This is an optimization exercise on Yosys and OpenROAD, whose aim is small area and a short achievable clock period, not a production implementation.
Only simulation tests tie the RTL to the original design; equivalence was not proved.
No activity file was given, so power comes from the tool's default toggle rates.

==> flow/design.v <==
module aq_reduce_ctrl #(
  parameter  int unsigned DRAIN_TO = 64,
  localparam int unsigned GW       = 16,
  localparam int unsigned DW       = 32,
  localparam int unsigned CW       = 32
) (
  input  logic          RST_N,
  input  logic          CLK,
  input  logic [GW-1:0] CFG_ORG_X,
  input  logic [GW-1:0] CFG_ORG_Y,
  input  logic [GW-1:0] CFG_CNV_X,
  input  logic [GW-1:0] CFG_CNV_Y,
  input  logic          START,
  input  logic          ABORT,
  input  logic          S_TVALID,
  input  logic [DW-1:0] S_TDATA,
  output logic          S_TREADY,
  output logic [GW-1:0] ORG_X,
  output logic [GW-1:0] ORG_Y,
  output logic [GW-1:0] CNV_X,
  output logic [GW-1:0] CNV_Y,
  output logic          DIN_WE,
  output logic          DIN_FSYNC,
  output logic [DW-1:0] DIN,
  input  logic          DOUT_OE,
  input  logic          DOUT_LAST,
  output logic          BUSY,
  output logic          DONE,
  output logic          ERR,
  output logic [CW-1:0] OUT_CNT
);
  logic          r_busy, r_fsync, r_tready, r_drain, r_done;
  logic          r_err, r_din_we;
  logic [DW-1:0] r_din;
  logic [CW-1:0] r_out_cnt;
  logic [GW-1:0] r_org_x, r_org_y, r_cnv_x, r_cnv_y;
  logic [GW-1:0] r_px_x, r_px_y;
  logic [GW-1:0] r_oc_x, r_oc_y;
  logic          r_oc_over;
  function automatic logic [GW-1:0] f_dec(input logic [GW-1:0] a, input logic en);
    logic [GW-1:0] m;
    for (int i = 0; i < GW; i++) begin
      m = '0;
      for (int j = 0; j < i; j++) m[j] = 1'b1;
      f_dec[i] = a[i] ^ (en && ((a & m) == '0));
    end
  endfunction
  function automatic logic [CW:0] f_inc(input logic [CW-1:0] a, input logic en);
    logic [CW:0] x, m;
    x = {1'b0, a};
    for (int i = 0; i <= CW; i++) begin
      m = '0;
      for (int j = 0; j < i; j++) m[j] = 1'b1;
      f_inc[i] = x[i] ^ (en && ((x & m) == m));
    end
  endfunction
  function automatic logic f_le(input logic [GW-1:0] a, input logic [GW-1:0] b);
    logic [GW-1:0] gt, lt;
    logic          g, l;
    for (int i = 0; i < GW; i++) begin
      gt[i] = a[i] && !b[i];
      lt[i] = !a[i] && b[i];
    end
    for (int s = 1; s < GW; s = s * 2)
      for (int i = 0; i + s < GW; i += 2 * s) begin
        g = gt[i + 2 * s - 1] || (!lt[i + 2 * s - 1] && gt[i + s - 1]);
        l = lt[i + 2 * s - 1] || (!gt[i + 2 * s - 1] && lt[i + s - 1]);
        gt[i + 2 * s - 1] = g;
        lt[i + 2 * s - 1] = l;
      end
    f_le = !gt[GW-1];
  endfunction
  logic          w_cfg_ok, w_start_ok, w_fin, w_sync1, w_hs, w_px_row, w_last_px;
  logic          w_drain_to, w_oe_en, w_wrap, w_oc_row, w_oc_load, w_cnt_eq;
  logic [CW:0]   w_out_inc;
  logic [CW-1:0] w_out_cnt;
  logic [GW-1:0] w_org_x_nxt, w_org_y_nxt, w_cnv_x_nxt, w_cnv_y_nxt;
  assign w_cfg_ok   = (CFG_CNV_X != '0) && f_le(CFG_CNV_X, CFG_ORG_X) &&
                      (CFG_CNV_Y != '0) && f_le(CFG_CNV_Y, CFG_ORG_Y);
  assign w_start_ok = !r_busy && START && w_cfg_ok;
  assign w_fin      = r_busy && r_done;
  assign w_sync1    = r_busy && !r_fsync && !r_tready && !r_drain && !r_done;
  assign w_hs       = r_tready && S_TVALID;
  assign w_px_row   = r_px_x == GW'(1);
  assign w_last_px  = w_px_row && (r_px_y == GW'(1));
  assign w_drain_to = r_px_y[5:0] == 6'(1 - DRAIN_TO);
  assign w_oe_en    = DOUT_OE && r_busy && !r_done;
  assign w_out_cnt  = r_fsync ? '0 : r_out_cnt;
  assign w_out_inc  = f_inc(w_out_cnt, w_oe_en);
  assign w_wrap     = w_out_inc[CW];
  assign w_oc_row   = w_oe_en && (r_oc_x == GW'(1));
  assign w_oc_load  = w_wrap;
  assign w_cnt_eq   = !r_oc_over && (w_oe_en ? (w_oc_row && (r_oc_y == GW'(1)))
                                             : (r_oc_y == '0));
  assign w_org_x_nxt = w_start_ok ? CFG_ORG_X : r_org_x;
  assign w_org_y_nxt = w_start_ok ? CFG_ORG_Y : r_org_y;
  assign w_cnv_x_nxt = w_start_ok ? CFG_CNV_X : r_cnv_x;
  assign w_cnv_y_nxt = w_start_ok ? CFG_CNV_Y : r_cnv_y;
  always_ff @(posedge CLK or negedge RST_N) begin
    if (!RST_N) begin
      r_busy    <= 1'b0;
      r_fsync   <= 1'b0;
      r_tready  <= 1'b0;
      r_drain   <= 1'b0;
      r_done    <= 1'b0;
      r_err     <= 1'b0;
      r_din_we  <= 1'b0;
      r_din     <= '0;
      r_out_cnt <= '0;
      r_org_x   <= '0;
      r_org_y   <= '0;
      r_cnv_x   <= '0;
      r_cnv_y   <= '0;
      r_px_x    <= '0;
      r_px_y    <= '0;
      r_oc_x    <= '0;
      r_oc_y    <= '0;
      r_oc_over <= 1'b0;
    end else begin
      r_busy   <= r_busy ? (!ABORT && !r_done) : (START && w_cfg_ok);
      r_fsync  <= w_start_ok;
      r_tready <= !ABORT && (w_sync1 || (r_tready && !(w_hs && w_last_px)));
      r_drain  <= !ABORT && ((w_hs && w_last_px) || (r_drain && !DOUT_LAST && !w_drain_to));
      r_done   <= (!r_busy && START && !w_cfg_ok) ||
                  (r_drain && !ABORT && (DOUT_LAST || w_drain_to));
      if (r_busy && ABORT)                r_err <= 1'b1;
      else if (!r_busy && START)          r_err <= !w_cfg_ok;
      else if (r_drain && DOUT_LAST)      r_err <= r_err || !w_cnt_eq;
      else if (r_drain && w_drain_to)     r_err <= 1'b1;
      r_din_we <= w_hs && !ABORT;
      if (w_hs && !ABORT) r_din <= S_TDATA;
      r_out_cnt <= w_out_inc[CW-1:0];
      r_org_x   <= w_org_x_nxt;
      r_org_y   <= w_org_y_nxt;
      r_cnv_x   <= w_cnv_x_nxt;
      r_cnv_y   <= w_cnv_y_nxt;
      r_px_x <= (r_fsync || (w_hs && w_px_row)) ? r_org_x : f_dec(r_px_x, w_hs);
      r_px_y <= r_fsync ? r_org_y : f_dec(r_px_y, (w_hs && w_px_row) || r_drain);
      if (!r_busy) begin
        r_oc_x    <= CFG_CNV_X;
        r_oc_y    <= CFG_CNV_Y;
        r_oc_over <= 1'b0;
      end else begin
        r_oc_x    <= (w_oc_load || w_oc_row) ? r_cnv_x : f_dec(r_oc_x, w_oe_en);
        r_oc_y    <= w_oc_load ? r_cnv_y : f_dec(r_oc_y, w_oc_row);
        r_oc_over <= !w_oc_load && (r_oc_over || (w_oe_en && r_oc_y == '0));
      end
    end
  end
  assign S_TREADY  = r_tready;
  assign ORG_X     = r_org_x;
  assign ORG_Y     = r_org_y;
  assign CNV_X     = r_cnv_x;
  assign CNV_Y     = r_cnv_y;
  assign DIN_WE    = r_din_we;
  assign DIN_FSYNC = r_fsync;
  assign DIN       = r_din;
  assign BUSY      = r_busy;
  assign DONE      = r_done;
  assign ERR       = r_err;
  assign OUT_CNT   = w_out_cnt;
endmodule
==> flow/flow/run.sh <==
#!/bin/bash
# Standard ORFS layout with two changes: the port buffers are buf_1 cells, and
# synthesis maps the logic with flow/abc_speed.script (a delay-driven ABC map)
# in place of ORFS's own abc_speed.script. Everything else is ORFS's scripts.
set -euo pipefail
rm -rf myscripts
cp -r "$FLOW_HOME/scripts" myscripts
cp flow/abc_speed.script myscripts/abc_speed.script
export SCRIPTS_DIR="$PWD/myscripts"
export BUFFER_PORTS_ARGS="-buffer_cell sky130_fd_sc_hd__buf_1"
bash standard.sh > standard.log 2>&1
==> flow/flow/abc_speed.script <==
strash
dch
map -D 1200
topo
stime -c
buffer -c
upsize -c
dnsize -c
==> flow/standard.sh <==
#!/bin/bash
# synth_recipe.tcl (not shown) runs the flow's synth.tcl, then flattens the netlist and writes it again
# the make line also repeats each setting of config.mk as NAME=value (left out here)
make -C /OpenROAD-flow-scripts/flow DESIGN_CONFIG=/design/flow/config.mk WORK_HOME=/design/flow/orfs CLKGATE_MAP_FILE= SYNTH_SCRIPT=/design/flow/synth_recipe.tcl "${@:-finish}"
==> flow/config.mk <==
export PLATFORM = sky130hd
export DESIGN_NAME = aq_reduce_ctrl
export DESIGN_NICKNAME = aq_reduce_ctrl
export VERILOG_FILES = /design/flow/design.v
export SDC_FILE = /design/flow/constraint.sdc
export NUM_CORES = 4
export LEC_CHECK = 0
export CAP_MARGIN = 20
export CORE_MARGIN = 2
export CORE_UTILIZATION = 55
export CTS_BUF_LIST = sky130_fd_sc_hd__clkbuf_8
export CTS_CLUSTER_SIZE = 8
export SETUP_SLACK_MARGIN = 5.0
export SLEW_MARGIN = 20
==> flow/constraint.sdc <==
create_clock -name core_clock -period 8.0 [get_ports {CLK}]
set_input_delay 1.6000 -clock core_clock [delete_from_list [all_inputs] [get_ports {CLK}]]
set_output_delay 1.6000 -clock core_clock [all_outputs]
set_load 0.01 [all_outputs]
==> reports/qor.txt, run 1 <==
================================================================================
Die width                                                                 139 µm
Power per cell area                                                   239 mW/mm²
Area of the placeable core                                            0.0179 mm²
Quantity of I/O buffers inserted on ports                                    236
Drt total wl                                                            32000 µm
Share of cells above drive strength 1                                      0.252
Final Max Tran Viols                                                           0
Required time reported for the critical path endpoint                    8.39 ns
Max clock buf depth                                                            2
Hold Vio Cnt, Final                                                            0
Area of combinational cells with multiple inputs                     0.00496 mm²
Number of synthesized register bits                                          200
Clock period minus worst slack                                           3.12 ns
Endpoint class of the critical path                                         flop
Maximum number of pins on one net before global-route repair                 141
Run status                                                          finished clean
Transition time of the tightest slew-check pin                          0.894 ns
Synthesized netlist net count                                               1278
VDD IR-drop max                                                       0.000149 V
Remaining global-route overflow                                                0
Class of the tightest hold or removal check                           reg -> reg
Area of the mapped netlist                                            0.0100 mm²
Number of buffers inserted by hold repair at cts                               0
Clock H-tree levels                                                            4
Top_reg_cell synth                                                  sky130_fd_sc_hd__dfrtp_1
Relative slew slack                                                        0.404
Remaining design rule violation count                                          0
Cells along the critical path                                       clkbuf_2, nor4_1, nand4_1, nand3_1, nor2_1, o311a_4, nand3_4, buf_12, buf_16, inv_8, nand2_1, nand2_1
Endpoint arrival time on the critical path                               3.51 ns
Max Clock Freq                                                           320 MHz
Total of max-cap violations                                                    0
Final setup fails                                                              0
Share of async-settable or async-resettable flops after synthesis           1.00
Post-synthesis cell count                                                   1170
Share of the clock period used by the worst path                           0.390
Post-synthesis to final-layout area growth                                 32.3%
Die area                                                              0.0193 mm²
Clock slew at reported path FFs                                          0.12 ns
Worst-skew pair later-pin latency                                        0.50 ns
Number of antenna violations at the first check in global routing              1
Effective utilization at floorplan                                         0.559
Number of global-route vias before repair                                   9133
Unrepaired setup endpoints after global routing                             true
Total number of vias                                                        9711
Critical Path Source Type                                           primary input
Count of filler cells inserted in the layout                                1393
Via-to-Cell Ratio                                                           5.67
# diodes                                                                       0
Worst path slowest cell                                             sky130_fd_sc_hd__nor4_1
Clk_skew                                                               0.0188 ns
Global-route wire length before repair                                  47900 µm
Count of unique library cells instantiated by Yosys                           54
Final #Nets                                                                 1579
Final routed wire length divided by cell count                           18.7 µm
Stage delay of the slowest cell on the critical path                     0.52 ns
Fraction of the yosys area taken by sequential cells                       0.500
# rows                                                                        49
Bufs and invs on worst path                                                    4
Total CTS buffers                                                             17
Mean area per synthesized cell                                          8.55 µm²
Clock tree from TritonCTS                                                    yes
Global-route usage over all layers                                         0.314
Biggest fanout along the worst timing path                                     7
Critical path's most frequent cell                                  sky130_fd_sc_hd__nand2_1
Total leakage power                                                      6.17 nW
First-iteration detailed-routing DRC count                                   832
Number of clock sinks seen by CTS                                            200
Cell at the root of the clock tree                                  sky130_fd_sc_hd__clkbuf_8
Yosys warning total                                                            1
Height of the chip                                                        139 µm
Type of the setup path with the least slack                            in -> reg
Detailed placement HPWL                                                 19900 µm
Final ANT Viol Nets                                                            0
Number of standard cells in the final layout excluding fillers              1712
Gate family responsible for the most delay along the worst path     simple AND/OR/NAND/NOR gates
Routability cong.                                                          0.901
EDFF count, synth                                                              0
DP Cell Count                                                               1603
Number of primary I/O pins                                                   237
Register area                                                        0.00501 mm²
Drt first pass iters                                                           5
Sum of negative setup slack                                                 0 ns
================================================================================
-- through the flow --
stage / instance area [µm²] / total power, W / setup WS, ns / utilization / hold slack [ns]
2_1_floorplan: 10200 / 0.00202 / 4.88 / - / 0.417
6_report: 13200 / 0.00317 / 4.88 / 0.739 / 0.448
3_5_place_dp: 11200 / 0.00237 / 3.37 / 0.624 / 0.434
4_1_cts: 12400 / 0.00308 / 4.88 / 0.695 / 0.448
3_3_place_gp: 11200 / 0.00235 / 3.44 / 0.624 / 0.428
5_1_grt: 13200 / 0.00334 / 4.83 / 0.739 / 0.463
-- where the power goes --
| group | internal [W] | total (W) | switching [W] |
|---|---|---|---|
| Combinational | 0.000383 | 0.000927 | 0.000544 |
| Clock | 0.000260 | 0.000663 | 0.000403 |
| Sequential | 0.00131 | 0.00157 | 0.000265 |
-- synth_stat cells (3+ instances only) --
| cell | count | area (µm²) |
|---|---|---|
| sky130_fd_sc_hd__o22ai_1 | 21 | 131 |
| sky130_fd_sc_hd__o22ai_2 | 10 | 125 |
| sky130_fd_sc_hd__nor4_4 | 3 | 63.8 |
| sky130_fd_sc_hd__nor3_1 | 27 | 135 |
| sky130_fd_sc_hd__o31ai_1 | 8 | 60.1 |
| sky130_fd_sc_hd__nor4_1 | 13 | 81.3 |
| sky130_fd_sc_hd__a22oi_1 | 4 | 30.0 |
| sky130_fd_sc_hd__nand3_1 | 27 | 135 |
| sky130_fd_sc_hd__o21ai_0 | 67 | 335 |
| sky130_fd_sc_hd__or2_2 | 5 | 31.3 |
| sky130_fd_sc_hd__nor3b_1 | 4 | 30.0 |
| sky130_fd_sc_hd__xor2_1 | 12 | 105 |
| sky130_fd_sc_hd__nand3b_1 | 3 | 22.5 |
| sky130_fd_sc_hd__a21oi_2 | 9 | 78.8 |
| sky130_fd_sc_hd__nand4_1 | 13 | 81.3 |
| sky130_fd_sc_hd__inv_2 | 4 | 15.0 |
| sky130_fd_sc_hd__a21oi_1 | 42 | 210 |
| sky130_fd_sc_hd__or2_1 | 3 | 18.8 |
| sky130_fd_sc_hd__ha_1 | 5 | 62.6 |
| sky130_fd_sc_hd__buf_1 | 7 | 26.3 |
| sky130_fd_sc_hd__nor4_2 | 3 | 37.5 |
| sky130_fd_sc_hd__nand2_1 | 205 | 769 |
| sky130_fd_sc_hd__buf_6 | 4 | 45.0 |
| sky130_fd_sc_hd__buf_2 | 10 | 50.1 |
| sky130_fd_sc_hd__xnor2_1 | 8 | 70.1 |
| sky130_fd_sc_hd__inv_1 | 140 | 526 |
| sky130_fd_sc_hd__clkbuf_1 | 16 | 60.1 |
| sky130_fd_sc_hd__a31oi_1 | 29 | 181 |
| sky130_fd_sc_hd__mux2_2 | 32 | 360 |
| sky130_fd_sc_hd__nor2_4 | 4 | 45.0 |
| sky130_fd_sc_hd__dfrtp_1 | 200 | 5000 |
| sky130_fd_sc_hd__o21ai_1 | 36 | 180 |
| sky130_fd_sc_hd__nor2_2 | 7 | 43.8 |
| sky130_fd_sc_hd__nor2_1 | 162 | 608 |
-- flip-flops by register name (all words and copies together) (netlist names), 16 cells and up --
signal / count
r_org_y: 16
r_din: 32
r_out_cnt: 32
r_cnv_y: 16
r_oc_y: 16
r_org_x: 16
r_cnv_x: 16
r_px_x: 16
r_px_y: 16
r_oc_x: 16
-- worst paths after layout --
kind | slack, ns | start | to | cells after the start
worst max register to register | 5.27 | r_fsync | r_oc_x[14] | 12
min in group asynchronous | 1.22 | RST_N | r_out_cnt[17] | 1
worst min register to register | 0.45 | r_out_cnt[2] | r_out_cnt[2] | 1
worst min-delay path | 0.45 | r_out_cnt[2] | r_out_cnt[2] | 1
worst max-delay path | 4.88 | CFG_CNV_Y[11] | r_org_y[13] | 12
max in group asynchronous | 5.50 | RST_N | r_fsync | 2
-- area by class of cell --
cell class | instances | area share
multi-input cells | 794 | 0.375
clock inverters | 14 | 0.0116
repair inverters | 3 | 0.00255
inverters | 145 | 0.0477
well taps | 229 | 0.0217
repair buffers | 310 | 0.145
flip-flops and latches | 200 | 0.379
clock buffers | 17 | 0.0177
-- layout by cell type, fill, tap and decap left out, types with 9 or more instances in the layout --
cell type,n
sky130_fd_sc_hd__nor2_2,24
sky130_fd_sc_hd__xor2_1,12
sky130_fd_sc_hd__nand3_4,10
sky130_fd_sc_hd__a21oi_1,36
sky130_fd_sc_hd__nor2_4,17
sky130_fd_sc_hd__nor3_1,23
sky130_fd_sc_hd__o22ai_2,10
sky130_fd_sc_hd__nor2_1,133
sky130_fd_sc_hd__inv_2,22
sky130_fd_sc_hd__nand2_2,16
sky130_fd_sc_hd__a21oi_2,15
sky130_fd_sc_hd__buf_1,186
sky130_fd_sc_hd__nor4_1,11
sky130_fd_sc_hd__o21ai_0,40
sky130_fd_sc_hd__clkbuf_8,17
sky130_fd_sc_hd__buf_4,51
sky130_fd_sc_hd__nand2_1,175
sky130_fd_sc_hd__o21ai_1,59
sky130_fd_sc_hd__a31oi_1,27
sky130_fd_sc_hd__buf_12,9
sky130_fd_sc_hd__mux2_2,32
sky130_fd_sc_hd__nand3_1,24
sky130_fd_sc_hd__nand4_1,13
sky130_fd_sc_hd__o22ai_1,21
sky130_fd_sc_hd__inv_1,109
sky130_fd_sc_hd__buf_6,15
sky130_fd_sc_hd__dfrtp_1,198
sky130_fd_sc_hd__buf_2,25
sky130_fd_sc_hd__clkbuf_2,12
-- per-layer routing --
layer  global-route usage  up-vias  part of all wire
met5                    0        -           0.00041
met4                0.111        2             0.032
met3               0.0673       81             0.078
met2                0.512      457              0.48
met1                0.421     4662              0.41
li1                     -     4509                 -
-- cell families after synthesis --
group | Yosys count | share of synthesized area
AND/OR/NAND/NOR | 488 | 0.219
XOR/XNOR | 20 | 0.0175
AO/OA/AOI/OAI | 241 | 0.147
flip-flops | 200 | 0.500
buffers and inverters | 184 | 0.0741
adder cells (fa/ha/maj) | 5 | 0.00625
multiplexers | 32 | 0.0360
-- what timing repair did --
| action | in CTS | in global routing |
|---|---|---|
| cloned | 14 | 6 |
| pin swaps | 17 | 32 |
| resized for setup | 111 | 158 |
| buffers inserted | 30 | 28 |
| setup endpoints to repair | 150 | 143 |
==> inputs of run 2 (changes only) <==
--- a/flow/design.v
+++ b/flow/design.v
@@ -74,5 +74,4 @@
   logic          w_drain_to, w_oe_en, w_wrap, w_oc_row, w_oc_load, w_cnt_eq;
   logic [CW:0]   w_out_inc;
-  logic [CW-1:0] w_out_cnt;
   logic [GW-1:0] w_org_x_nxt, w_org_y_nxt, w_cnv_x_nxt, w_cnv_y_nxt;
   assign w_cfg_ok   = (CFG_CNV_X != '0) && f_le(CFG_CNV_X, CFG_ORG_X) &&
@@ -86,6 +85,5 @@
   assign w_drain_to = r_px_y[5:0] == 6'(1 - DRAIN_TO);
   assign w_oe_en    = DOUT_OE && r_busy && !r_done;
-  assign w_out_cnt  = r_fsync ? '0 : r_out_cnt;
-  assign w_out_inc  = f_inc(w_out_cnt, w_oe_en);
+  assign w_out_inc  = f_inc(r_out_cnt, w_oe_en);
   assign w_wrap     = w_out_inc[CW];
   assign w_oc_row   = w_oe_en && (r_oc_x == GW'(1));
@@ -130,5 +128,5 @@
       r_din_we <= w_hs && !ABORT;
       if (w_hs && !ABORT) r_din <= S_TDATA;
-      r_out_cnt <= w_out_inc[CW-1:0];
+      r_out_cnt <= w_start_ok ? '0 : w_out_inc[CW-1:0];
       r_org_x   <= w_org_x_nxt;
       r_org_y   <= w_org_y_nxt;
@@ -159,4 +157,4 @@
   assign DONE      = r_done;
   assign ERR       = r_err;
-  assign OUT_CNT   = w_out_cnt;
+  assign OUT_CNT   = r_out_cnt;
 endmodule
==> run 2 against run 1 <==
Compared with the run above: largest power group unchanged; design area fell by 4.5%; total power is 6.0% higher; setup slack better by 0.11 ns; still clean on timing, DRC and antenna.
==> reports/qor.txt, run 2 <==
================================================================================
Biggest fanout along the worst timing path                                     8   +1
Worst hold start                                                      r_org_y[2]
Total leakage power                                                      5.68 nW   -7.9%
Run status                                                          finished clean
Most common cell after layout, fill and taps aside                  sky130_fd_sc_hd__buf_1
Biggest regs                                                        r_din (32), r_out_cnt (32)
Endpoint arrival time on the critical path                               3.37 ns   -0.14 ns
Class of the tightest hold or removal check                           reg -> reg
Total of max-cap violations                                                    0   unchanged
Cell at the root of the clock tree                                  sky130_fd_sc_hd__clkbuf_8
Final #Nets                                                                 1515   -4.1%
Detailed placement HPWL                                                 18900 µm   -5.0%
Height of the chip                                                        139 µm   about the same
Number of synthesized register bits                                          200   unchanged
Register-to-Register Path Depth                                               13   +1
# rows                                                                        49   unchanged
Instance area after placement                                         0.0111 mm²   -0.85%
Share of cells above drive strength 1                                      0.212   -0.0402
Max Clock Freq                                                           332 MHz   +3.7%
Fraction of the yosys area taken by sequential cells                       0.501   +0.000815
Quantity of I/O buffers inserted on ports                                    236   unchanged
Power per cell area                                                   265 mW/mm²   +11%
Total number of vias                                                        9258   -4.7%
Die width                                                                 139 µm   about the same
Worst reg2reg path endpoint                                           r_oc_y[14]
Clock H-tree levels                                                            4   unchanged
Remaining design rule violation count                                          0   unchanged
Clock period minus worst slack                                           3.01 ns   -0.112 ns
Total CTS buffers                                                             17   unchanged
R2R Path Start                                                            r_busy
Number of clock sinks seen by CTS                                            200   unchanged
Required time reported for the critical path endpoint                    8.36 ns   -0.03 ns
Effective utilization at floorplan                                         0.558   -0.000909
First-iteration detailed-routing DRC count                                   582   -30%
Count of filler cells inserted in the layout                                1519   +9.0%
Cells taking the most area after synthesis                          sky130_fd_sc_hd__dfrtp_1 (50%), sky130_fd_sc_hd__nand2_1 (7.9%), sky130_fd_sc_hd__nor2_1 (4.3%)
Register area                                                        0.00501 mm²   about the same
Global-route usage over all layers                                         0.290   -0.0245
Endpoint class of the critical path                                         flop
Post-synthesis cell count                                                   1139   -2.6%
Transition time of the tightest slew-check pin                          0.873 ns   -0.0211 ns
Relative slew slack                                                        0.418   +0.0141
Clk_skew                                                               0.0156 ns   -0.00323 ns
Area of combinational cells with multiple inputs                     0.00493 mm²   -0.60%
Commonest cells after routing, fill and taps aside                  sky130_fd_sc_hd__buf_1 (221), sky130_fd_sc_hd__dfrtp_1 (198), sky130_fd_sc_hd__nand2_1 (164)
Cell with the most instances after synthesis                        sky130_fd_sc_hd__nand2_1
Number of global-route vias before repair                                   8669   -5.1%
Final setup fails                                                              0   unchanged
Final routed wire length divided by cell count                           17.7 µm   -5.2%
Clock tree from TritonCTS                                                    yes
Post-synthesis to final-layout area growth                                 26.6%
Slack of the worst reg-to-reg path                                       5.27 ns   about the same
Top cell type by total area after synthesis                         sky130_fd_sc_hd__dfrtp_1
Routability cong.                                                          0.883   -2.0%
Area of the placeable core                                            0.0179 mm²   unchanged
Post-route standard cell area excluding fillers                       0.0126 mm²   -4.5%
Hold Vio Cnt, Final                                                            0   unchanged
Top_reg_cell synth                                                  sky130_fd_sc_hd__dfrtp_1
Final Max Tran Viols                                                           0   unchanged
Count of unique library cells instantiated by Yosys                           56   +3.7%
Synthesized netlist net count                                               1247   -2.4%
Critical Path Source Type                                           primary input
Share of async-settable or async-resettable flops after synthesis           1.00   unchanged
Number of primary I/O pins                                                   237   unchanged
Maximum number of pins on one net before global-route repair                 141   unchanged
VDD IR-drop max                                                       0.000190 V   +27%
Drt first pass iters                                                           5   unchanged
Unrepaired setup endpoints after global routing                             true
Yosys warning total                                                            1   unchanged
Number of antenna violations at the first check in global routing              0   -1
Global-route wire length before repair                                  44700 µm   -6.6%
Synth cell count leaders                                            sky130_fd_sc_hd__nand2_1 (211), sky130_fd_sc_hd__dfrtp_1 (200), sky130_fd_sc_hd__nor2_1 (114), sky130_fd_sc_hd__inv_1 (113), sky130_fd_sc_hd__o21ai_1 (60)
Type of the setup path with the least slack                            in -> reg
Area of the mapped netlist                                           0.00999 mm²   -0.16%
Clock slew at reported path FFs                                          0.10 ns   -0.02 ns
Hold EP                                                               r_org_y[2]
EDFF count, synth                                                              0   unchanged
# diodes                                                                       0   unchanged
Depth of the worst hold-timing path                                            2   +1
Share of the clock period used by the worst path                           0.376   -0.0140
Area share of the leading cell type in the synthesized netlist             0.501   +0.000815
Max clock buf depth                                                            2   unchanged
Drt total wl                                                            29200 µm   -8.7%
Via-to-Cell Ratio                                                           5.61   -1.0%
Final ANT Viol Nets                                                            0   unchanged
Worst-skew pair later-pin latency                                        0.48 ns   -0.02 ns
Remaining global-route overflow                                                0   unchanged
Mean area per synthesized cell                                          8.77 µm²   +2.6%
Sum of negative setup slack                                                 0 ns   unchanged
Die area                                                              0.0193 mm²   -0.16%
================================================================================
==> run 2: changes by cell type after synthesis, moves of 6 or more <==
cell                      previous run  this run
sky130_fd_sc_hd__o21ai_2             0        16
sky130_fd_sc_hd__o22ai_2            10         0
sky130_fd_sc_hd__nand3_1            27        33
sky130_fd_sc_hd__inv_1             140       113
sky130_fd_sc_hd__nor2_1            162       114
sky130_fd_sc_hd__o21ai_1            36        60
sky130_fd_sc_hd__a21oi_2             9         0
sky130_fd_sc_hd__nand2_1           205       211
sky130_fd_sc_hd__o21ai_0            67        55
==> run 2: layer usage <==
metal	up-vias	wire, µm	track usage	share of wire
met4	0	692	0.0957	0.024
li1	4396	-	-	-
met3	45	2090	0.0611	0.071
met5	-	0	0	0
met1	4455	12700	0.398	0.43
met2	362	13800	0.466	0.47
==> run 2: through the flow <==
stage               setup slack [ns]  cells  power, W   util  hold WS [ns]
floorplan                       4.93   1139   0.00218      -         0.512
global placement                3.35   1573   0.00256  0.619         0.487
detailed placement              3.37   1573   0.00258  0.619         0.492
CTS                             4.97   1625   0.00323  0.661         0.516
global route                    4.95   1649   0.00356  0.706         0.533
finish                          4.99   1649   0.00335  0.706         0.513
==> run 2: layout make-up <==
class	instances	share of cell area
clock buffers	19	0.0207
inverters	122	0.0385
flip-flops and latches	200	0.396
multi-input cells	787	0.390
clock inverters	13	0.00901
well taps	229	0.0227
repair buffers	278	0.122
repair inverters	1	0.000396
==> run 2: worst max path at each step <==
stage                  startpoint           end  slack (ns)  cells after the start
floorplan           CFG_CNV_X[15]    r_cnv_x[4]        4.93                     13
global placement    CFG_CNV_Y[12]  r_out_cnt[2]        3.35                      9
detailed placement  CFG_CNV_Y[12]  r_out_cnt[2]        3.37                      9
CTS                 CFG_CNV_X[15]         r_err        4.97                     12
global route        CFG_ORG_X[15]    r_cnv_y[0]        4.95                     14
finish              CFG_ORG_X[15]    r_cnv_y[1]        4.99                     15
==> run 2: report_power, final <==
| group | switching (W) | internal (W) | leakage (nW) | total, W |
|---|---|---|---|---|
| Clock | 0.000387 | 0.000241 | 0.185 | 0.000628 |
| Sequential | 0.000328 | 0.00135 | 2.52 | 0.00168 |
| Combinational | 0.000609 | 0.000442 | 2.98 | 0.00105 |
| Total | 0.00132 | 0.00203 | 5.68 | 0.00335 |
==> run 2: cell families after synthesis <==
group,count (synthesis),synth area share
flops,200,0.501
xor+xnor,21,0.0184
compound gates,245,0.143
fa+ha+maj,5,0.00626
buf+inv,159,0.0680
simple gates,477,0.227
mux,32,0.0361
==> run 2: critical path: stages <==
cell	delay, ns
sky130_fd_sc_hd__buf_2	0.18
sky130_fd_sc_hd__nand2_4	0.07
sky130_fd_sc_hd__a31oi_4	0.22
sky130_fd_sc_hd__buf_6	0.13
sky130_fd_sc_hd__buf_4	0.09
sky130_fd_sc_hd__nand3_1	0.06
sky130_fd_sc_hd__nand3_1	0.08
sky130_fd_sc_hd__nand4_1	0.10
sky130_fd_sc_hd__buf_6	0.16
sky130_fd_sc_hd__nor2_4	0.12
sky130_fd_sc_hd__buf_12	0.14
sky130_fd_sc_hd__nand2_8	0.10
sky130_fd_sc_hd__clkbuf_16	0.21
sky130_fd_sc_hd__nand2_2	0.06
sky130_fd_sc_hd__o21ai_1	0.06
==> run 2: repair_timing <==
item,CTS,global route
setup endpoints to repair,132,131
cloned,9,8
hold buffers,0,0
setup buffers,11,16
resized for setup,31,147
pin swaps,7,25
==> inputs of run 3 (changes only) <==
--- a/flow/config.mk
+++ b/flow/config.mk
@@ -11,4 +11,4 @@
 export CTS_BUF_LIST = sky130_fd_sc_hd__clkbuf_8
 export CTS_CLUSTER_SIZE = 8
-export SETUP_SLACK_MARGIN = 5.0
+export SETUP_SLACK_MARGIN = 4.7
 export SLEW_MARGIN = 20
==> run 3 against run 2 <==
Compared with the run above: maximum frequency shrank 4.8%; clock power rose by 11%; clock skew is 0.0029 ns higher; clock-buffer cell count down 2; non-clock buffer count fell by 26; sequential cell count unchanged; total power down 2.4%; sequential share of layout area up 3.4 points; register-to-register slack better by 0.23 ns; sequential power is essentially flat; final cell count is 1.9% lower; via count down 2.7%; critical endpoint is now r_oc_x[7].
==> reports/qor.txt, run 3 <==
================================================================================
Count of unique library cells instantiated by Yosys                           56   unchanged
VDD IR-drop max                                                       0.000160 V   -15%
Remaining global-route overflow                                                0   unchanged
Number of buffers inserted by hold repair at cts                               0   unchanged
Stage delay of the slowest cell on the critical path                     0.23 ns   about the same
Unrepaired setup endpoints after global routing                            false
First-iteration detailed-routing DRC count                                   560   -3.8%
Maximum number of pins on one net before global-route repair                  80   -43%
Post-synthesis cell count                                                   1139   unchanged
Worst hold start                                                        r_din[7]
EDFF count, synth                                                              0   unchanged
Cell with the most instances after synthesis                        sky130_fd_sc_hd__nand2_1
R2R Path Start                                                      r_out_cnt[8]
Slack of the worst reg-to-reg path                                       5.50 ns   +0.23 ns
Sum of negative setup slack                                                 0 ns   unchanged
Total of max-cap violations                                                    0   unchanged
Min Hold Slack                                                          0.512 ns   -0.00109 ns
Drt first pass iters                                                           5   unchanged
Top cell type by total area after synthesis                         sky130_fd_sc_hd__dfrtp_1
Number of synthesized register bits                                          200   unchanged
Critical Path Source Type                                           primary input
Biggest regs                                                        r_din (32), r_out_cnt (32)
Endpoint arrival time on the critical path                               3.57 ns   +0.20 ns
Hold Vio Cnt, Final                                                            0   unchanged
Area of the mapped netlist                                           0.00999 mm²   unchanged
Bufs and invs on worst path                                                    2   -4
Final setup fails                                                              0   unchanged
Effective utilization at floorplan                                         0.558   unchanged
Transition time of the tightest slew-check pin                          0.907 ns   +0.0340 ns
Final routed wire length divided by cell count                           17.3 µm   -2.3%
Cell at the root of the clock tree                                  sky130_fd_sc_hd__clkbuf_8
Remaining design rule violation count                                          0   unchanged
Share of async-settable or async-resettable flops after synthesis           1.00   unchanged
Fraction of the yosys area taken by sequential cells                       0.501   unchanged
Type of the setup path with the least slack                            in -> reg
Number of clock sinks seen by CTS                                            200   unchanged
Synth cell count leaders                                            sky130_fd_sc_hd__nand2_1 (211), sky130_fd_sc_hd__dfrtp_1 (200), sky130_fd_sc_hd__nor2_1 (114), sky130_fd_sc_hd__inv_1 (113), sky130_fd_sc_hd__o21ai_1 (60)
Max clock buf depth                                                            2   unchanged
Total power after layout                                               0.00328 W   -2.4%
Total CTS buffers                                                             17   unchanged
Endpoint class of the critical path                                         flop
Clk_skew                                                               0.0185 ns   +0.00287 ns
Clock tree from TritonCTS                                                    yes
Final Max Tran Viols                                                           0   unchanged
Area share of the leading cell type in the synthesized netlist             0.501   unchanged
Quantity of I/O buffers inserted on ports                                    236   unchanged
Number of antenna violations at the first check in global routing              2   +2
Worst reg2reg path endpoint                                            r_oc_x[7]
Total leakage power                                                      5.33 nW   -6.2%
Post-synthesis to final-layout area growth                                 16.5%
Relative slew slack                                                        0.394   -0.0241
Final #Nets                                                                 1484   -2.0%
Cells along the critical path                                       buf_1, nand3_4, nor2_1, nand4_1, nor2_4, nand3_4, nand2_4, inv_2, a31oi_1, o21ai_1, o21ai_1
Share of cells above drive strength 1                                      0.110   -0.102
Die width                                                                 139 µm   unchanged
Biggest fanout along the worst timing path                                    25   +17
# rows                                                                        49   unchanged
Register-to-Register Path Depth                                               12   -1
Mean area per synthesized cell                                          8.77 µm²   unchanged
Yosys warning total                                                            1   unchanged
Most common cell after layout, fill and taps aside                  sky130_fd_sc_hd__buf_1
Clock slew at reported path FFs                                          0.11 ns   about the same
Routability cong.                                                          0.927   +5.0%
Die area                                                              0.0193 mm²   unchanged
Global-route usage over all layers                                         0.282   -0.00781
Worst path slowest cell                                             sky130_fd_sc_hd__a31oi_1
Run status                                                          finished clean
Share of the clock period used by the worst path                           0.395   +0.0192
Max Clock Freq                                                           316 MHz   -4.8%
Height of the chip                                                        139 µm   unchanged
Required time reported for the critical path endpoint                    8.41 ns   +0.05 ns
Clock period minus worst slack                                           3.16 ns   +0.153 ns
Cells taking the most area after synthesis                          sky130_fd_sc_hd__dfrtp_1 (50%), sky130_fd_sc_hd__nand2_1 (7.9%), sky130_fd_sc_hd__nor2_1 (4.3%)
Power per cell area                                                   282 mW/mm²   +6.1%
Class of the tightest hold or removal check                           reg -> reg
# diodes                                                                       0   unchanged
Depth of the worst hold-timing path                                            1   -1
Commonest cells after routing, fill and taps aside                  sky130_fd_sc_hd__buf_1 (235), sky130_fd_sc_hd__nand2_1 (211), sky130_fd_sc_hd__dfrtp_1 (200)
Hold EP                                                                 r_din[7]
Number of primary I/O pins                                                   237   unchanged
Number of global-route vias before repair                                   8587   -0.95%
Worst-skew pair later-pin latency                                        0.48 ns   about the same
Total number of vias                                                        9006   -2.7%
Gate family responsible for the most delay along the worst path     simple AND/OR/NAND/NOR gates
Global-route wire length before repair                                  43600 µm   -2.5%
Synthesized netlist net count                                               1247   unchanged
Top_reg_cell synth                                                  sky130_fd_sc_hd__dfrtp_1
Count of cell instances traversed by the critical path                        11   -4
Final ANT Viol Nets                                                            0   unchanged
Drt total wl                                                            28000 µm   -4.1%
Area of the placeable core                                            0.0179 mm²   unchanged
Clock H-tree levels                                                            4   unchanged
Detailed placement HPWL                                                 20200 µm   +7.0%
Via-to-Cell Ratio                                                           5.57   -0.86%
================================================================================
-- run 3: cell counts after synthesis --
No cell type changed its count.
-- run 3: cell families after synthesis --
family | after synthesis | synth area share
adder cells (fa/ha/maj) | 5 | 0.00626
AND/OR/NAND/NOR | 477 | 0.227
buffers and inverters | 159 | 0.0680
flip-flops | 200 | 0.501
XOR/XNOR | 21 | 0.0184
multiplexers | 32 | 0.0361
AO/OA/AOI/OAI | 245 | 0.143
-- run 3: per-layer routing --
| metal | track usage | wire [µm] | up-vias |
|---|---|---|---|
| met3 | 0.0628 | 2170 | 57 |
| met4 | 0.0978 | 740 | 4 |
| met2 | 0.454 | 12900 | 322 |
| met1 | 0.382 | 12200 | 4310 |
| li1 | - | - | 4313 |
| met5 | 0 | 22 | - |
-- run 3: final cells by class --
| class | instances | area, µm² |
|---|---|---|
| Tap cell | 229 | 287 |
| Inverter | 122 | 458 |
| Sequential cell | 200 | 5000 |
| Multi-Input combinational cell | 783 | 4380 |
| Clock buffer | 17 | 234 |
| Clock inverter | 15 | 194 |
| Fill cell | 1593 | 6270 |
| Timing Repair Buffer | 252 | 1070 |
-- run 3: where the power goes --
part,total [W],switching (W),internal [W]
Combinational,0.000912,0.000550,0.000362
Clock,0.000698,0.000381,0.000316
Sequential,0.00167,0.000317,0.00135
Total,0.00328,0.00125,0.00203
-- run 3: worst max path at each step --
stage	from	endpoint
after floorplan	CFG_CNV_X[15]	r_org_x[2]
after global placement	CFG_CNV_X[15]	r_cnv_y[14]
after detailed placement	CFG_CNV_X[15]	r_cnv_y[8]
after CTS	CFG_CNV_Y[15]	r_out_cnt[30]
after global routing	DOUT_OE	r_oc_x[6]
final	DOUT_OE	r_oc_x[7]
-- run 3: per-stage QoR --
stage	utilization	cells	setup WS [ns]	cell area, µm²
6_report	0.650	1618	4.84	11600
2_1_floorplan	-	1139	4.88	9990
4_1_cts	0.641	1606	4.70	11500
3_3_place_gp	0.615	1574	3.83	11000
3_5_place_dp	0.615	1574	3.75	11000
5_1_grt	0.650	1618	4.71	11600
-- run 3: repair_timing --
item                       in CTS  in global routing
setup endpoints to repair      53                 89
cloned                          0                  6
buffers inserted                0                  6
pin swaps                       0                  5
resized for setup               6                  4
==> inputs of run 4 (changes only) <==
==> flow/flow/abc_speed.script (replaced) <==
strash
dch -f
map -D 1500
topo
stime -c
buffer -c
upsize -c
dnsize -c
==> run 4 against run 3 <==
Compared with the run above: still clean; non-clock buffer count grew 28; clock-buffer cell count is the same; register-to-register slack lost 0.23 ns; sequential share of layout area shrank 2.0 points; largest power group unchanged; highest routed layer is now met4.
==> reports/qor.txt, run 4 <==
================================================================================
Required time reported for the critical path endpoint                    8.43 ns   +0.02 ns
Max clock buf depth                                                            2   unchanged
Area of the placeable core                                            0.0173 mm²   -3.4%
Bufs and invs on worst path                                                    6   +4
Top cell type by total area after synthesis                         sky130_fd_sc_hd__dfrtp_1
Effective utilization at floorplan                                         0.563   +0.00499
Count of cell instances traversed by the critical path                        18   +7
Final #Nets                                                                 1522   +2.6%
Critical Path Source                                                CFG_ORG_X[15]
Fraction of the yosys area taken by sequential cells                       0.514   +0.0129
Depth of the worst hold-timing path                                            2   +1
Power per cell area                                                   264 mW/mm²   -6.2%
Cells taking the most area after synthesis                          sky130_fd_sc_hd__dfrtp_1 (51%), sky130_fd_sc_hd__nand2_1 (7.2%), sky130_fd_sc_hd__nor2_1 (6.1%)
Share of the clock period used by the worst path                           0.430   +0.0343
Clock period minus worst slack                                           3.44 ns   +0.274 ns
Worst hold start                                                      r_org_y[6]
Stage delay of the slowest cell on the critical path                     0.45 ns   +0.22 ns
Number of primary I/O pins                                                   237   unchanged
Height of the chip                                                        137 µm   -1.2%
Cells along the critical path                                       buf_2, inv_4, nor2_4, nor3_1, a21oi_1, nand3_1, and2_4, o21ai_1, a21oi_1, a221oi_2, o21ai_4, nor2_4, buf_6, buf_12, buf_12, buf_16, nor2_1, a21oi_2
Total number of vias                                                        9264   +2.9%
EDFF count, synth                                                              0   unchanged
Share of async-settable or async-resettable flops after synthesis           1.00   unchanged
Net switching share of the total power                                     0.379   -0.00210
Total CTS buffers                                                             17   unchanged
Die area                                                              0.0188 mm²   -2.4%
Total leakage power                                                      5.36 nW   +0.55%
Biggest fanout along the worst timing path                                     6   -76%
Mean area per synthesized cell                                          8.48 µm²   -3.3%
Final Max Tran Viols                                                           0   unchanged
Drt first pass iters                                                           7   +2
Clk_skew                                                               0.0139 ns   -0.00461 ns
Combinational Power Share                                                  0.285   +0.006
Hold Vio Cnt, Final                                                            0   unchanged
First-iteration detailed-routing DRC count                                   869   +55%
Worst path slowest cell                                             sky130_fd_sc_hd__a221oi_2
Global-route usage over all layers                                         0.314   +0.0318
Sequential fraction of design power                                        0.494   -0.014
Commonest cells after routing, fill and taps aside                  sky130_fd_sc_hd__buf_1 (227), sky130_fd_sc_hd__dfrtp_1 (200), sky130_fd_sc_hd__nand2_1 (181)
Switching component of the power                                       0.00122 W   -2.3%
Critical Path Source Type                                           primary input
Clock slew at reported path FFs                                          0.12 ns   about the same
Clock H-tree levels                                                            4   unchanged
Final routed wire length divided by cell count                           18.6 µm   +7.3%
Yosys warning total                                                            1   unchanged
Endpoint class of the critical path                                         flop
Drt total wl                                                            30700 µm   +9.7%
Cell-internal power                                                    0.00200 W   -1.4%
Number of synthesized register bits                                          200   unchanged
Count of filler cells inserted in the layout                                1438   -9.7%
Endpoint of the most critical setup path                              r_cnv_x[5]
Top_reg_cell synth                                                  sky130_fd_sc_hd__dfrtp_1
Die width                                                                 137 µm   -1.2%
Quantity of I/O buffers inserted on ports                                    236   unchanged
Relative slew slack                                                        0.338   -0.0560
Setup ws final                                                           4.56 ns   -0.274 ns
Slack of the worst reg-to-reg path                                       5.27 ns   -0.23 ns
Transition time of the tightest slew-check pin                          0.993 ns   +0.0861 ns
Synth cell count leaders                                            sky130_fd_sc_hd__dfrtp_1 (200), sky130_fd_sc_hd__nand2_1 (187), sky130_fd_sc_hd__nor2_1 (157), sky130_fd_sc_hd__inv_1 (122), sky130_fd_sc_hd__o21ai_0 (91)
Number of global-route vias before repair                                   8370   -2.5%
Worst slack at placement                                                 3.12 ns   -0.630 ns
Total of max-cap violations                                                    0   unchanged
Detailed placement HPWL                                                 19400 µm   -4.0%
Unrepaired setup endpoints after global routing                             true
Most common cell after layout, fill and taps aside                  sky130_fd_sc_hd__buf_1
Area share of the leading cell type in the synthesized netlist             0.514   +0.0129
VDD IR-drop max                                                       0.000170 V   +6.2%
Post-synthesis to final-layout area growth                                 25.2%
Cell at the root of the clock tree                                  sky130_fd_sc_hd__clkbuf_8
Synthesized netlist net count                                               1256   +0.72%
Post-synthesis cell count                                                   1148   +0.79%
Clock tree from TritonCTS                                                    yes
Total power after layout                                               0.00322 W   -1.7%
Class of the tightest hold or removal check                           reg -> reg
Core utilization of the finished layout                                    0.704   +0.0547
Number of antenna violations at the first check in global routing              1   -1
Final ANT Viol Nets                                                            0   unchanged
Remaining design rule violation count                                          0   unchanged
Gate family responsible for the most delay along the worst path     compound AO/OA/AOI/OAI gates
Worst-skew pair later-pin latency                                        0.50 ns   +0.02 ns
Sum of negative setup slack                                                 0 ns   unchanged
Routability cong.                                                          0.883   -4.7%
Final setup fails                                                              0   unchanged
Area of the mapped netlist                                           0.00973 mm²   -2.5%
Worst reg2reg path endpoint                                           r_oc_y[15]
Clock share of power                                                       0.220   +0.007
# rows                                                                        48   -2.0%
Remaining global-route overflow                                                0   unchanged
Type of the setup path with the least slack                            in -> reg
Cell with the most instances after synthesis                        sky130_fd_sc_hd__dfrtp_1
Endpoint arrival time on the critical path                               3.87 ns   +0.30 ns
Max Clock Freq                                                           291 MHz   -8.0%
Global-route wire length before repair                                  44900 µm   +3.0%
Via-to-Cell Ratio                                                           5.60   +0.69%
R2R Path Start                                                            r_busy
Share of cells above drive strength 1                                      0.144   +0.0342
Run status                                                          finished clean
Biggest regs                                                        r_din (32), r_out_cnt (32)
Number of clock sinks seen by CTS                                            200   unchanged
Register-to-Register Path Depth                                               14   +2
Count of unique library cells instantiated by Yosys                           49   -13%
Maximum number of pins on one net before global-route repair                  77   -3.8%
================================================================================
run 4: cell count changes after synthesis, sizes merged, moves of 5 or more:
| cell | delta |
|---|---|
| a21oi | +26 |
| inv | +8 |
| nand2 | -29 |
| nor2 | +37 |
| nor3 | +19 |
| nor4 | -7 |
| o21ai | -32 |
| o22ai | -5 |
| o311ai | +5 |
run 4: logic make-up after synthesis:
group | synth area share
compound gates | 0.130
xor+xnor | 0.0180
fa+ha+maj | 0.00643
buf+inv | 0.0683
flops | 0.514
mux | 0.0370
simple gates | 0.226
run 4: metal layers:
metal  up-vias  track usage  part of all wire
met5         -            0                 0
met4         0       0.0888             0.022
met3        55       0.0700             0.093
met2       411        0.489              0.47
met1      4407        0.442              0.42
li1       4391            -                 -
run 4: timing repair:
item / 4_1_cts / 5_1_grt
buffers inserted: 18 / 5
pin swaps: 11 / 9
gates cloned: 12 / 7
setup endpoints to repair: 126 / 117
hold buffers: 0 / 0
resized for setup: 50 / 36
run 4: layout make-up:
class,instances,area (µm²),share of cell area
timing repair buffer,280,1630,0.133
clock buffer,17,234,0.0192
inverter,131,504,0.0414
antenna,1,2.50,0.000205
tap,225,282,0.0231
multi-input combinational,784,4330,0.355
sequential,200,5000,0.411
clock inverter,15,205,0.0168
run 4: how the worst min path moves through the flow:
stage | end
global route | r_din[2]
floorplan | r_oc_over
detailed placement | r_org_y[6]
finish | r_org_y[6]
global placement | r_org_y[12]
CTS | r_org_y[6]
run 4: metrics by stage:
stage	hold WS, ns	cells	area (µm²)
2_1_floorplan	0.501	1148	9840
3_3_place_gp	0.484	1578	10900
3_5_place_dp	0.490	1578	10900
4_1_cts	0.517	1640	11900
5_1_grt	0.530	1652	12200
6_report	0.513	1653	12200
run 4: power by group through the flow:
stage	combinational [W]	clock (W)	sequential (W)
after floorplan	0.000411	0	0.00165
after global placement	0.000819	0	0.00159
after detailed placement	0.000841	0	0.00160
after CTS	0.000894	0.000716	0.00159
after global routing	0.00102	0.000755	0.00163
final	0.000918	0.000709	0.00159
run 4: tightest hold or removal path, delay by kind of cell (launching register included):
kind / cells / cell delay (ns)
flip-flops: 1 / 0.38
AND/OR/NAND/NOR: 2 / 0.11
==> inputs of run 5 (changes only) <==
==> flow/flow/abc_speed.script (replaced) <==
strash
dch
map -D 1000
topo
stime -c
buffer -c
upsize -c
dnsize -c
==> run 5 against run 4 <==
Compared with the run above: synthesized cell count is 2.7% higher; clock skew grew 0.0011 ns; sequential power increased by 4%; register-to-register slack about the same; total power is 2.5% lower; core utilization is 6.1 points lower; global-route usage decreased by 3.2 points; design area down 5.4%; clock-buffer cell count stayed put; sequential cell count is the same; hold slack worse by 0.00099 ns; wire length shrank 12%.
==> reports/qor.txt, run 5 <==
=================================================================================================================
Run status                                                                                           finished clean
Synth Area in Compound Gates                                                                                0.144   +0.0137
Height of the chip                                                                                         139 µm   +1.5%
Most common cell after layout, fill and taps aside                                                   sky130_fd_sc_hd__buf_1
Effective utilization at floorplan                                                                          0.560   -0.00240
Commonest cells after routing, fill and taps aside                                                   sky130_fd_sc_hd__buf_1 (235), sky130_fd_sc_hd__nand2_1 (218), sky130_fd_sc_hd__dfrtp_1 (199)
Global-route usage over all layers                                                                          0.282   -0.0321
VDD IR-drop max                                                                                        0.000189 V   +11%
Simple-gate share of the synthesized area                                                                   0.226   about the same
Transition time of the tightest slew-check pin                                                           0.777 ns   -0.216 ns
Clk_skew                                                                                                0.0150 ns   +0.00109 ns
Biggest fanout along the worst timing path                                                                     67   +61
Total number of vias                                                                                         9118   -1.6%
Total CTS buffers                                                                                              17   unchanged
Yosys warning total                                                                                             1   unchanged
Mean area per synthesized cell                                                                           8.51 µm²   +0.35%
Synth cell count leaders                                                                             sky130_fd_sc_hd__nand2_1 (218), sky130_fd_sc_hd__dfrtp_1 (200), sky130_fd_sc_hd__inv_1 (131), sky130_fd_sc_hd__o21ai_0 (123), sky130_fd_sc_hd__nor2_1 (121)
Arithmetic-cell share of the synthesized area counting full adders, half adders and majority gates        0.00624   -0.000191
Share of the clock period used by the worst path                                                            0.401   -0.0281
Class of the tightest hold or removal check                                                            reg -> reg
Combinational family with the most area after synthesis                                              simple AND/OR/NAND/NOR gates
Die width                                                                                                  139 µm   +1.5%
XOR/XNOR share of the synthesized area                                                                     0.0210   +0.00296
Sum of negative setup slack                                                                                  0 ns   unchanged
Clock period minus worst slack                                                                            3.21 ns   -0.225 ns
Cells taking the most area after synthesis                                                           sky130_fd_sc_hd__dfrtp_1 (50%), sky130_fd_sc_hd__nand2_1 (8.2%), sky130_fd_sc_hd__o21ai_0 (6.1%)
Area of the mapped netlist                                                                             0.0100 mm²   +3.1%
Drt first pass iters                                                                                            5   -2
Global-route wire length before repair                                                                   44000 µm   -2.1%
EDFF count, synth                                                                                               0   unchanged
Worst-skew pair later-pin latency                                                                         0.47 ns   -0.03 ns
Via-to-Cell Ratio                                                                                            5.53   -1.3%
Critical Path Source Type                                                                            primary input
Unrepaired setup endpoints after global routing                                                              true
Slack of the worst reg-to-reg path                                                                        5.27 ns   about the same
Drt total wl                                                                                             26900 µm   -12%
Multiplexer share of the synthesized area                                                                  0.0359   -0.00110
Quantity of I/O buffers inserted on ports                                                                     236   unchanged
Max Clock Freq                                                                                            311 MHz   +7.0%
Power per cell area                                                                                    272 mW/mm²   +3.1%
Clock tree from TritonCTS                                                                                     yes
Number of clock sinks seen by CTS                                                                             200   unchanged
Fraction of the yosys area taken by sequential cells                                                        0.499   -0.0153
Required time reported for the critical path endpoint                                                     8.41 ns   -0.02 ns
Synthesized netlist net count                                                                                1287   +2.5%
Top_reg_cell synth                                                                                   sky130_fd_sc_hd__dfrtp_1
Remaining design rule violation count                                                                           0   unchanged
Endpoint arrival time on the critical path                                                                3.62 ns   -0.25 ns
Total of max-cap violations                                                                                     0   unchanged
Final #Nets                                                                                                  1516   -0.39%
Cell with the most instances after synthesis                                                         sky130_fd_sc_hd__nand2_1
Number of synthesized register bits                                                                           200   unchanged
Clock slew at reported path FFs                                                                           0.10 ns   -0.02 ns
Final routed wire length divided by cell count                                                            16.3 µm   -12%
Share of async-settable or async-resettable flops after synthesis                                            1.00   unchanged
First-iteration detailed-routing DRC count                                                                    777   -11%
Cell at the root of the clock tree                                                                   sky130_fd_sc_hd__clkbuf_8
Number of buffers inserted by hold repair at cts                                                                0   unchanged
Post-synthesis to final-layout area growth                                                                  14.9%
Relative slew slack                                                                                         0.482   +0.144
Total leakage power                                                                                       5.26 nW   -1.8%
# rows                                                                                                         49   +2.1%
Final Max Tran Viols                                                                                            0   unchanged
Biggest regs                                                                                         r_din (32), r_out_cnt (32)
Hold Vio Cnt, Final                                                                                             0   unchanged
Remaining global-route overflow                                                                                 0   unchanged
Post-synthesis cell count                                                                                    1179   +2.7%
Detailed placement HPWL                                                                                  20000 µm   +3.1%
Count of unique library cells instantiated by Yosys                                                            50   +2.0%
Final setup fails                                                                                               0   unchanged
Maximum number of pins on one net before global-route repair                                                   75   -2.6%
Worst slack at placement                                                                                  3.98 ns   +0.861 ns
Die area                                                                                               0.0193 mm²   +3.0%
Type of the setup path with the least slack                                                             in -> reg
Routability cong.                                                                                           0.893   +1.1%
Count of filler cells inserted in the layout                                                                 1623   +13%
Area share of the leading cell type in the synthesized netlist                                              0.499   -0.0153
Number of global-route vias before repair                                                                    8613   +2.9%
Final ANT Viol Nets                                                                                             0   unchanged
Share of cells above drive strength 1                                                                      0.0838   -0.0606
Area of the placeable core                                                                             0.0179 mm²   +3.5%
Setup ws final                                                                                            4.79 ns   +0.225 ns
Clock H-tree levels                                                                                             4   unchanged
Endpoint class of the critical path                                                                          flop
Number of antenna violations at the first check in global routing                                               0   -1
Number of primary I/O pins                                                                                    237   unchanged
Max clock buf depth                                                                                             2   unchanged
# diodes                                                                                                        0   -1
Top cell type by total area after synthesis                                                          sky130_fd_sc_hd__dfrtp_1
=================================================================================================================
[run 5: cell types whose count changed in the layout (fill, tap and decap cells not counted), sizes merged, moves of 9 or more]
cell / before / now
nand2: 189 / 221
o211ai: 5 / 14
nor3: 47 / 34
or2: 18 / 6
nor4: 15 / 29
nand3: 36 / 46
buf: 274 / 247
o21ai: 99 / 137
a21oi: 63 / 19
nor2: 168 / 127
nand4: 13 / 23
[run 5: cells by family (layout without fill, tap and decap cells)]
group,Yosys count,in the layout
AO/OA/AOI/OAI,242,242
XOR/XNOR,24,24
adder cells (fa/ha/maj),5,5
buffers and inverters,173,413
flip-flops,200,200
multiplexers,32,32
AND/OR/NAND/NOR,503,504
[run 5: layout make-up]
cell class / instances / area [µm²] / area share
sequential: 200 / 5010 / 0.434
clock buffer: 17 / 234 / 0.0203
multi-input combinational: 807 / 4390 / 0.381
clock inverter: 14 / 118 / 0.0102
timing repair buffer: 248 / 991 / 0.0860
tap: 229 / 287 / 0.0249
inverter: 134 / 503 / 0.0436
[run 5: timing repair]
item | CTS | global route
gates cloned | 0 | 1
endpoints found under the hold margin | 0 | 0
pin swaps | 1 | 1
endpoints found under the setup margin | 31 | 102
resized for setup | 2 | 5
setup buffers | 2 | 0
[run 5: final timing paths]
| check | start | to | cells after the start |
|---|---|---|---|
| max reg2reg | r_busy | r_oc_y[11] | 11 |
| min in group asynchronous | RST_N | r_out_cnt[19] | 1 |
| max | CFG_CNV_X[6] | r_out_cnt[17] | 9 |
| max in group asynchronous | RST_N | r_busy | 2 |
| min | r_din[3] | r_din[3] | 1 |
| min reg2reg | r_din[3] | r_din[3] | 1 |
[run 5: power by group]
group          total [W]  internal (W)  switching (W)
clock           0.000602      0.000221       0.000381
combinational   0.000890      0.000349       0.000542
sequential       0.00165       0.00135       0.000298
[run 5: critical path: stages]
cell	delay (ns)
sky130_fd_sc_hd__buf_1	0.14
sky130_fd_sc_hd__inv_1	0.11
sky130_fd_sc_hd__a31oi_1	0.23
sky130_fd_sc_hd__o2111ai_1	0.13
sky130_fd_sc_hd__o21ai_0	0.35
sky130_fd_sc_hd__a31oi_1	0.19
sky130_fd_sc_hd__nand4_1	0.18
sky130_fd_sc_hd__buf_6	0.40
sky130_fd_sc_hd__o221a_2	0.28
[run 5: metal layers]
layer  share of wire  GRT usage  vias up
li1                -          -     4454
met1            0.45      0.407     4287
met2            0.46      0.440      351
met3           0.070     0.0566       26
met4           0.015     0.0739        0
met5               0          0        -
[run 5: per-stage QoR]
stage	total power (W)	cell area, µm²	utilization	std cells	hold WS, ns
6_report	0.00314	11500	0.644	1649	0.512
5_1_grt	0.00337	11500	0.644	1649	0.525
4_1_cts	0.00315	11500	0.642	1648	0.516
3_5_place_dp	0.00256	11100	0.621	1615	0.493
3_3_place_gp	0.00253	11100	0.621	1615	0.486
2_1_floorplan	0.00216	10000	-	1179	0.512
==> inputs of run 6 (changes only) <==
==> flow/flow/abc_speed.script (replaced) <==
strash
dch
map -D 1200
topo
stime -c
buffer -c
upsize -c
dnsize -c
--- a/flow/config.mk
+++ b/flow/config.mk
@@ -11,4 +11,4 @@
 export CTS_BUF_LIST = sky130_fd_sc_hd__clkbuf_8
 export CTS_CLUSTER_SIZE = 8
-export SETUP_SLACK_MARGIN = 4.7
+export SETUP_SLACK_MARGIN = 4.4
 export SLEW_MARGIN = 20
==> run 6 against run 5 <==
Compared with the run above: design area down 0.48%; synthesized cell count down 3.4%; critical path depth up 3; combinational power up 0.8%; highest routed layer is now met5; non-clock buffer count down 5; setup slack worse by 0.14 ns; hold slack better by 0.0033 ns; sequential cell count unchanged; via count down 3.3%; critical path type unchanged; clock-buffer cell count unchanged; core utilization down 0.31 points; clock power up 16%; critical endpoint is now r_err.
==> reports/qor.txt, run 6 <==
================================================================================
Run status                                                          finished clean
Drt first pass iters                                                           5   unchanged
Cells taking the most area after synthesis                          sky130_fd_sc_hd__dfrtp_1 (50%), sky130_fd_sc_hd__nand2_1 (7.9%), sky130_fd_sc_hd__nor2_1 (4.3%)
Total leakage power                                                      5.25 nW   -0.33%
Depth of the worst hold-timing path                                            1   unchanged
DP Cell Count                                                               1574   -2.5%
# rows                                                                        49   unchanged
Number of synthesized register bits                                          200   unchanged
Critical Path Source Type                                           primary input
Total of max-cap violations                                                    0   unchanged
Final Max Tran Viols                                                           0   unchanged
Final setup fails                                                              0   unchanged
Setup repair bufs after CTS                                                    0   -2
Worst hold start                                                        r_din[5]
Global-route usage over all layers                                         0.282   +0.000607
Share of async-settable or async-resettable flops after synthesis           1.00   unchanged
Endpoint arrival time on the critical path                               3.72 ns   +0.10 ns
Post-synthesis cell count                                                   1139   -3.4%
Setup ws final                                                           4.65 ns   -0.141 ns
Relative slew slack                                                        0.394   -0.0878
Count of filler cells inserted in the layout                                1608   -0.92%
Global-route wire length before repair                                  43700 µm   -0.63%
Area of the placeable core                                            0.0179 mm²   unchanged
Sum of negative setup slack                                                 0 ns   unchanged
Max clock buf depth                                                            2   unchanged
Number of global-route vias before repair                                   8598   -0.17%
Clock slew at reported path FFs                                          0.11 ns   about the same
Fraction of the yosys area taken by sequential cells                       0.501   +0.00231
VDD IR-drop max                                                       0.000160 V   -15%
Cell with the most instances after synthesis                        sky130_fd_sc_hd__nand2_1
Area of combinational cells with multiple inputs                     0.00434 mm²   -1.1%
Die area                                                              0.0193 mm²   -0.45%
EDFF count, synth                                                              0   unchanged
Combinational Power Share                                                  0.276   -0.008
Post-synthesis to final-layout area growth                                 14.8%   about the same
Number of buffers inserted by hold repair at cts                               0   unchanged
Mean area per synthesized cell                                          8.77 µm²   +3.0%
Commonest cells after routing, fill and taps aside                  sky130_fd_sc_hd__buf_1 (235), sky130_fd_sc_hd__nand2_1 (211), sky130_fd_sc_hd__dfrtp_1 (200)
Unrepaired setup endpoints after global routing                            false
Switching component of the power                                       0.00124 W   +1.3%
Area of the mapped netlist                                           0.00999 mm²   -0.46%
Quantity of I/O buffers inserted on ports                                    236   unchanged
Final routed wire length divided by cell count                           16.6 µm   +1.6%
Transition time of the tightest slew-check pin                          0.907 ns   +0.130 ns
Drt total wl                                                            26600 µm   -1.1%
Clk_skew                                                               0.0160 ns   +0.00104 ns
Total CTS buffers                                                             17   unchanged
Max Clock Freq                                                           298 MHz   -4.2%
GR met3 Demand/Resource                                                   0.0628   +0.00622
Power per cell area                                                   284 mW/mm²   +4.2%
Clock period minus worst slack                                           3.35 ns   +0.141 ns
Most common cell after layout, fill and taps aside                  sky130_fd_sc_hd__buf_1
Cell at the root of the clock tree                                  sky130_fd_sc_hd__clkbuf_8
Type of the setup path with the least slack                            in -> reg
Via-to-Cell Ratio                                                           5.49   -0.72%
M1 GR Usage                                                                0.382   -0.0249
Number of primary I/O pins                                                   237   unchanged
Sequential fraction of design power                                        0.511   -0.014
Slack of the worst reg-to-reg path                                       5.42 ns   +0.15 ns
Net switching share of the total power                                     0.380   -0.00921
Detailed placement HPWL                                                 20200 µm   +1.1%
Height of the chip                                                        139 µm   -0.22%
Worst reg2reg path endpoint                                            r_oc_x[7]
Top cell type by total area after synthesis                         sky130_fd_sc_hd__dfrtp_1
Number of antenna violations at the first check in global routing              2   +2
Hold EP                                                                 r_din[5]
Register area                                                        0.00500 mm²   about the same
Cell-internal power                                                    0.00202 W   +5.3%
Hold Vio Cnt, Final                                                            0   unchanged
Final #Nets                                                                 1472   -2.9%
Final ANT Viol Nets                                                            0   unchanged
R2R Path Start                                                      r_out_cnt[8]
Share of cells above drive strength 1                                      0.102   +0.0179
M2 GR Usage                                                                0.455   +0.0155
Endpoint class of the critical path                                         flop
Count of unique library cells instantiated by Yosys                           56   +12%
Area share of the leading cell type in the synthesized netlist             0.501   +0.00231
Remaining design rule violation count                                          0   unchanged
Worst-skew pair later-pin latency                                        0.47 ns   about the same
Share of the clock period used by the worst path                           0.419   +0.0176
# diodes                                                                       0   unchanged
Clock H-tree levels                                                            4   unchanged
Synth cell count leaders                                            sky130_fd_sc_hd__nand2_1 (211), sky130_fd_sc_hd__dfrtp_1 (200), sky130_fd_sc_hd__nor2_1 (114), sky130_fd_sc_hd__inv_1 (113), sky130_fd_sc_hd__o21ai_1 (60)
Top_reg_cell synth                                                  sky130_fd_sc_hd__dfrtp_1
Required time reported for the critical path endpoint                    8.37 ns   -0.04 ns
Maximum number of pins on one net before global-route repair                  80   +6.7%
Number of standard cells in the final layout excluding fillers              1606   -2.6%
First-iteration detailed-routing DRC count                                   560   -28%
Synthesized netlist net count                                               1247   -3.1%
Clock share of power                                                       0.214   +0.022
Yosys warning total                                                            1   unchanged
Remaining global-route overflow                                                0   unchanged
Biggest regs                                                        r_din (32), r_out_cnt (32)
Die width                                                                 139 µm   -0.22%
Worst slack at placement                                                 3.75 ns   -0.230 ns
Class of the tightest hold or removal check                           reg -> reg
Effective utilization at floorplan                                         0.558   -0.00259
PostCTS Resize Cnt                                                             1   -1
Total number of vias                                                        8816   -3.3%
Number of clock sinks seen by CTS                                            200   unchanged
Clock tree from TritonCTS                                                    yes
Grt peak-use layer                                                          met2
Biggest fanout along the worst timing path                                    79   +18%
Routability cong.                                                          0.927   +3.8%
Register-to-Register Path Depth                                               12   +1
================================================================================
-- run 6: cell count changes after synthesis, sizes merged, moves of 7 or more --
cell,change
inv,-11
or2,+10
o211ai,-7
a21oi,+18
clkbuf,-7
nand3,-7
nor4,-7
-- run 6: per-layer routing --
| metal | vias up | routed length (µm) |
|---|---|---|
| met5 | - | 22 |
| met4 | 4 | 636 |
| met3 | 45 | 2050 |
| met2 | 288 | 12400 |
| met1 | 4198 | 11500 |
| li1 | 4281 | - |
-- run 6: through the flow --
step	area, µm²	hold WS (ns)	util	total power (W)
global placement	11000	0.487	0.615	0.00255
floorplan	9990	0.512	-	0.00217
detailed placement	11000	0.493	0.615	0.00258
global route	11500	0.530	0.641	0.00347
finish	11500	0.515	0.641	0.00326
CTS	11400	0.519	0.639	0.00328
-- run 6: cell type report --
class / instances / area share
well taps: 229 / 0.0250
multi-input cells: 780 / 0.378
repair buffers: 243 / 0.0832
clock inverters: 15 / 0.0169
clock buffers: 17 / 0.0204
flip-flops and latches: 200 / 0.436
inverters: 122 / 0.0399
-- run 6: worst max-delay path by stage --
stage          slack [ns]     startpoint  cells past startpoint     endpoint
3_3_place_gp         3.83  CFG_CNV_X[15]                     14  r_cnv_y[14]
2_1_floorplan        4.88  CFG_CNV_X[15]                     13   r_org_x[2]
4_1_cts              4.45  CFG_CNV_X[15]                     14   r_cnv_y[9]
5_1_grt              4.41  CFG_ORG_X[11]                     15  r_cnv_y[10]
3_5_place_dp         3.75  CFG_CNV_X[15]                     14   r_cnv_y[8]
6_report             4.65  CFG_CNV_X[15]                     12        r_err
-- run 6: worst max-delay path, stage by stage --
cell	delay, ns
sky130_fd_sc_hd__buf_1	0.12
sky130_fd_sc_hd__inv_2	0.11
sky130_fd_sc_hd__nor2_1	0.07
sky130_fd_sc_hd__a31oi_2	0.19
sky130_fd_sc_hd__nand3_1	0.08
sky130_fd_sc_hd__and2_1	0.17
sky130_fd_sc_hd__a21oi_1	0.13
sky130_fd_sc_hd__nand4_1	0.20
sky130_fd_sc_hd__nor2_2	0.27
sky130_fd_sc_hd__nand2_8	0.23
sky130_fd_sc_hd__buf_12	0.28
sky130_fd_sc_hd__a22o_1	0.22
-- run 6: cell families after synthesis --
group | after synthesis | share of synthesized area
DFF | 200 | 0.501
buffers and inverters | 159 | 0.0680
AOI/OAI and AO/OA | 245 | 0.143
and+or+nand+nor | 477 | 0.227
muxes | 32 | 0.0361
xor gates and xnor gates | 21 | 0.0184
adders and majority gates | 5 | 0.00626
-- run 6: power groups by stage --
stage | Clock [W] | Sequential (W) | Combinational [W]
floorplan | 0 | 0.00170 | 0.000468
global placement | 0 | 0.00167 | 0.000877
detailed placement | 0 | 0.00168 | 0.000904
CTS | 0.000708 | 0.00166 | 0.000906
global route | 0.000744 | 0.00171 | 0.00102
finish | 0.000696 | 0.00166 | 0.000897

[separate check: timing with driven ports]
In the flow no input, the clock included, has a driving cell. The finished layouts below were timed again as built, in two steps.
Step 1 (the two cells are an assumption about what drives the block):
set clk [get_ports {CLK}]
set_driving_cell -lib_cell sky130_fd_sc_hd__clkbuf_16 $clk
set_driving_cell -lib_cell sky130_fd_sc_hd__buf_2 [delete_from_list [all_inputs] $clk]
Step 2 times the ports against the registers' clock, not the clock port: input delays grow and output delays shrink by t, the midpoint of the rising clock arrivals with the driver on.
a / b / c = ideal ports / drivers / drivers and shift; a / b = the first two.
run	t (ns)	setup slack, ns	worst data-port slew with drivers (ns)
run 1	0.534	4.878 / 4.843 / 4.351	0.09
run 2	0.520	4.990 / 5.013 / 4.493	0.10
run 3	0.509	4.837 / 4.819 / 4.310	0.08
run 4	0.528	4.563 / 4.581 / 4.052	0.07
run 5	0.504	4.788 / 4.804 / 4.301	0.06
run 6	0.506	4.647 / 4.654 / 4.148	0.08
After both steps setup and hold are still met in every run listed.
